This is an optimization exercise on Yosys and OpenROAD, whose aim is small area, not a production implementation. The RTL was checked by simulation tests, not by an equivalence proof against the original design. Power is estimated from default activity; no workload was simulated. No driver is modelled on the clock port, so clocking that relies on it looks cheaper here than on a real chip.

==> inputs of fjord <==
==> flow/design.v <==
package rv32_pkg;
  localparam int XLEN   = 32;
  localparam int NREGS  = 32;
  localparam int REG_AW = $clog2(NREGS);
  typedef logic [XLEN-1:0]   word_t;
  typedef logic [REG_AW-1:0] reg_addr_t;
  localparam reg_addr_t REG_X0 = '0;
endpackage
module rf_aoi222
(
  input  logic [2:0] a,
  input  logic [2:0] b,
  output logic       y
);
  assign y = ~((a[0] & b[0]) | (a[1] & b[1]) | (a[2] & b[2]));
endmodule
module rf_wmux
(
  input  logic we,
  input  logic we_n,
  input  logic d,
  input  logic q,
  output logic y
);
  assign y = (we & d) | (we_n & q);
endmodule
module rf_rdbit
(
  input  logic [rv32_pkg::NREGS-1:1] sel,
  input  logic [rv32_pkg::NREGS-1:1] d,
  output logic                       y
);
  localparam int NG = (rv32_pkg::NREGS - 1) / 3;    
  logic [NG-1:0] g_n;
  for (genvar g = 0; g < NG; g++) begin : g_grp
    rf_aoi222 u_aoi (
      .a (sel[3*g+3:3*g+1]),
      .b (d[3*g+3:3*g+1]),
      .y (g_n[g])
    );
  end
  assign y = ~(&g_n) | (sel[rv32_pkg::NREGS-1] & d[rv32_pkg::NREGS-1]);
endmodule
module reg_file_rdport
(
  input  rv32_pkg::reg_addr_t                             addr,
  input  logic [rv32_pkg::NREGS-1:1]                      valid,
  input  logic [rv32_pkg::NREGS-1:1][rv32_pkg::XLEN-1:0]  regs,
  output rv32_pkg::word_t                                 data
);
  logic [rv32_pkg::NREGS-1:1] sel;
  always_comb begin
    for (int i = 1; i < rv32_pkg::NREGS; i++)
      sel[i] = (addr == rv32_pkg::reg_addr_t'(i)) && valid[i];
  end
  for (genvar b = 0; b < rv32_pkg::XLEN; b++) begin : g_bit
    logic [rv32_pkg::NREGS-1:1] col;
    for (genvar i = 1; i < rv32_pkg::NREGS; i++) begin : g_col
      assign col[i] = regs[i][b];
    end
    rf_rdbit u_bit (
      .sel (sel),
      .d   (col),
      .y   (data[b])
    );
  end
endmodule
module reg_file
(
  input  logic      clk,
  input  logic      rst,
  input  rv32_pkg::reg_addr_t rs1,
  input  rv32_pkg::reg_addr_t rs2,
  input  rv32_pkg::reg_addr_t rsw,
  input  rv32_pkg::word_t     data_in,
  input  logic      RegWEn,
  output rv32_pkg::word_t     data_out_1,
  output rv32_pkg::word_t     data_out_2
);
  logic [rv32_pkg::NREGS-1:1][rv32_pkg::XLEN-1:0] regs_q;
  logic [rv32_pkg::NREGS-1:1][rv32_pkg::XLEN-1:0] regs_d;
  logic [rv32_pkg::NREGS-1:1]                     valid_q;
  logic [rv32_pkg::NREGS-1:1]                     wen;
  logic [rv32_pkg::NREGS-1:1]                     wen_n;
  always_comb begin
    for (int i = 1; i < rv32_pkg::NREGS; i++)
      wen[i] = RegWEn && (rsw == rv32_pkg::reg_addr_t'(i));
  end
  assign wen_n = ~wen;
  always_ff @(posedge clk or posedge rst) begin
    if (rst) valid_q <= '0;
    else     valid_q <= valid_q | wen;
  end
  for (genvar i = 1; i < rv32_pkg::NREGS; i++) begin : g_reg
    for (genvar b = 0; b < rv32_pkg::XLEN; b++) begin : g_bit
      rf_wmux u_wmux (
        .we   (wen[i]),
        .we_n (wen_n[i]),
        .d    (data_in[b]),
        .q    (regs_q[i][b]),
        .y    (regs_d[i][b])
      );
    end
  end
  always_ff @(posedge clk) begin
    regs_q <= regs_d;
  end
  reg_file_rdport u_rdport_1 (
    .addr  (rs1),
    .valid (valid_q),
    .regs  (regs_q),
    .data  (data_out_1)
  );
  reg_file_rdport u_rdport_2 (
    .addr  (rs2),
    .valid (valid_q),
    .regs  (regs_q),
    .data  (data_out_2)
  );
endmodule
==> flow/flow/run.sh <==
#!/bin/bash
# The standard ORFS layout (standard.sh), with two changes made through ORFS's
# own variables:
#  - port buffers are the smallest buffer instead of ORFS's default choice;
#  - clock tree synthesis clusters more sinks per buffer and inserts no dummy
#    loads.
# Synthesis, floorplan, power grid, tap cells, placement and routing are the
# standard flow's. Each tool's output goes to orfs/logs (ORFS's own logs) and
# the make output to flow_make.log in this folder.
set -euo pipefail
cd "$(dirname "$0")/.."
export BUFFER_PORTS_ARGS="-buffer_cell sky130_fd_sc_hd__buf_1"
export CTS_ARGS="-sink_clustering_enable -repair_clock_nets -dont_use_dummy_load -sink_clustering_size 16 -sink_clustering_max_diameter 50"
bash standard.sh > flow_make.log 2>&1
==> flow/standard.sh <==
#!/bin/bash
# synth_recipe.tcl (not shown) runs the flow's synth.tcl, then flattens the netlist and writes it again
# the make line also repeats each setting of config.mk as NAME=value (left out here)
make -C /OpenROAD-flow-scripts/flow DESIGN_CONFIG=/design/flow/config.mk WORK_HOME=/design/flow/orfs CLKGATE_MAP_FILE= SYNTH_SCRIPT=/design/flow/synth_recipe.tcl "${@:-finish}"
==> flow/config.mk <==
export PLATFORM = sky130hd
export DESIGN_NAME = reg_file
export DESIGN_NICKNAME = reg_file
export VERILOG_FILES = /design/flow/design.v
export SDC_FILE = /design/flow/constraint.sdc
export NUM_CORES = 4
export LEC_CHECK = 0
export CAP_MARGIN = 15
export CORE_MARGIN = 2
export CORE_UTILIZATION = 40
export SLEW_MARGIN = 15
export SYNTH_HIERARCHICAL = 1
export SYNTH_MINIMUM_KEEP_SIZE = 0
==> flow/constraint.sdc <==
create_clock -name core_clock -period 8.0 [get_ports {clk}]
set_input_delay 1.6000 -clock core_clock [delete_from_list [all_inputs] [get_ports {clk}]]
set_output_delay 1.6000 -clock core_clock [all_outputs]
set_load 0.01 [all_outputs]
==> inputs of umber, as changes to fjord <==
--- a/flow/flow/run.sh
+++ b/flow/flow/run.sh
@@ -11,4 +11,4 @@
 cd "$(dirname "$0")/.."
 export BUFFER_PORTS_ARGS="-buffer_cell sky130_fd_sc_hd__buf_1"
-export CTS_ARGS="-sink_clustering_enable -repair_clock_nets -dont_use_dummy_load -sink_clustering_size 16 -sink_clustering_max_diameter 50"
+export CTS_ARGS="-sink_clustering_enable -repair_clock_nets -dont_use_dummy_load -sink_clustering_size 30 -sink_clustering_max_diameter 100"
 bash standard.sh > flow_make.log 2>&1
--- a/flow/config.mk
+++ b/flow/config.mk
@@ -6,8 +6,8 @@
 export NUM_CORES = 4
 export LEC_CHECK = 0
-export CAP_MARGIN = 15
+export CAP_MARGIN = 0
 export CORE_MARGIN = 2
-export CORE_UTILIZATION = 40
-export SLEW_MARGIN = 15
+export CORE_UTILIZATION = 45
+export SLEW_MARGIN = 0
 export SYNTH_HIERARCHICAL = 1
 export SYNTH_MINIMUM_KEEP_SIZE = 0
==> inputs of willow, as changes to fjord <==
==> flow/design.v, changed modules only <==
module reg_file_rdport
(
  input  rv32_pkg::reg_addr_t                   addr,
  input  logic [rv32_pkg::NREGS-1:1][rv32_pkg::XLEN-1:0]  regs,
  output rv32_pkg::word_t                       data
);
  always_comb begin
    data = '0;
    if (addr != rv32_pkg::REG_X0) data = regs[addr];
  end
endmodule
module reg_file
(
  input  logic      clk,
  input  logic      rst,
  input  rv32_pkg::reg_addr_t rs1,
  input  rv32_pkg::reg_addr_t rs2,
  input  rv32_pkg::reg_addr_t rsw,
  input  rv32_pkg::word_t     data_in,
  input  logic      RegWEn,
  output rv32_pkg::word_t     data_out_1,
  output rv32_pkg::word_t     data_out_2
);
  logic [rv32_pkg::NREGS-1:1][rv32_pkg::XLEN-1:0] regs_q;
  logic [rv32_pkg::NREGS-1:1][rv32_pkg::XLEN-1:0] regs_d;
  always_comb begin
    regs_d = regs_q;
    if (RegWEn && (rsw != rv32_pkg::REG_X0)) regs_d[rsw] = data_in;
  end
  always_ff @(posedge clk or posedge rst) begin
    if (rst) begin
      regs_q <= '0;
    end else begin
      regs_q <= regs_d;
    end
  end
  reg_file_rdport u_rdport_1 (
    .addr (rs1),
    .regs (regs_q),
    .data (data_out_1)
  );
  reg_file_rdport u_rdport_2 (
    .addr (rs2),
    .regs (regs_q),
    .data (data_out_2)
  );
endmodule
// module rf_aoi222 removed
// module rf_wmux removed
// module rf_rdbit removed
==> flow/run.sh (new file) <==
#!/bin/bash
# synth_recipe.tcl (not shown) runs the flow's synth.tcl, then flattens the netlist and writes it again
# the make line also repeats each setting of config.mk as NAME=value (left out here)
make -C /OpenROAD-flow-scripts/flow DESIGN_CONFIG=/design/flow/config.mk WORK_HOME=/design/flow/orfs CLKGATE_MAP_FILE= SYNTH_SCRIPT=/design/flow/synth_recipe.tcl finish
--- a/flow/config.mk
+++ b/flow/config.mk
@@ -6,8 +6,6 @@
 export NUM_CORES = 4
 export LEC_CHECK = 0
-export CAP_MARGIN = 15
+export CAP_MARGIN = 20
 export CORE_MARGIN = 2
 export CORE_UTILIZATION = 40
-export SLEW_MARGIN = 15
-export SYNTH_HIERARCHICAL = 1
-export SYNTH_MINIMUM_KEEP_SIZE = 0
+export SLEW_MARGIN = 20
removed: flow/flow/run.sh
removed: flow/standard.sh
==> comparison <==
- umber completed, yet does not pass: max-capacitance violations, max-slew violations. willow ran to the end with no violations. fjord completed without violations.
- Between willow and fjord, the lower sequential power is in willow (gap about 2%, measured against fjord).
- Between fjord and willow, the lower register-to-register slack is in willow (gap 90 ps).
- Die area: willow > fjord > umber.
- Cell count, lowest first: umber, fjord, willow.
- Of willow and umber, willow has the higher clock power (gap 100%, measured against umber).
- First-iteration DRC count: fjord > umber > willow.

-- afterwards: timing with drivers on the ports --
Ports are ideal in the flow. The routed layouts listed here were re-timed in OpenROAD.
Step 1 (the two cells are an assumption about what drives the block):
set clk [get_ports {clk}]
set_driving_cell -lib_cell sky130_fd_sc_hd__clkbuf_16 $clk
set_driving_cell -lib_cell sky130_fd_sc_hd__buf_2 [delete_from_list [all_inputs] $clk]
Step 2 moves the port delays by t, midway between the first and last clock arrival at a register: inputs arrive t later, outputs are due t later. That takes back most of the time a late clock gives input paths.
Three values: ideal, step 1, step 2; two values: the first two.
| run | t (ns) | slack for setup (ns) | hold slack, ns | latest minus earliest clock arrival (ns) | worst register clock-pin slew, ns |
|---|---|---|---|---|---|
| fjord | 0.736 | 1.505 / 1.474 / 1.474 | 0.480 / 0.480 / 0.480 | 0.079 / 0.079 | 0.08 / 0.08 |
| umber | 0.701 | 1.646 / 1.579 / 1.579 | 0.504 / 0.504 / 0.504 | 0.046 / 0.045 | 0.12 / 0.12 |
| willow | 0.821 | 0.617 / 0.588 / 0.588 | 0.505 / 0.505 / 0.505 | 0.051 / 0.051 | 0.06 / 0.06 |
The setup slack of umber, which loses most, moves by -0.067 ns with the drivers and by -0.067 ns with both steps.
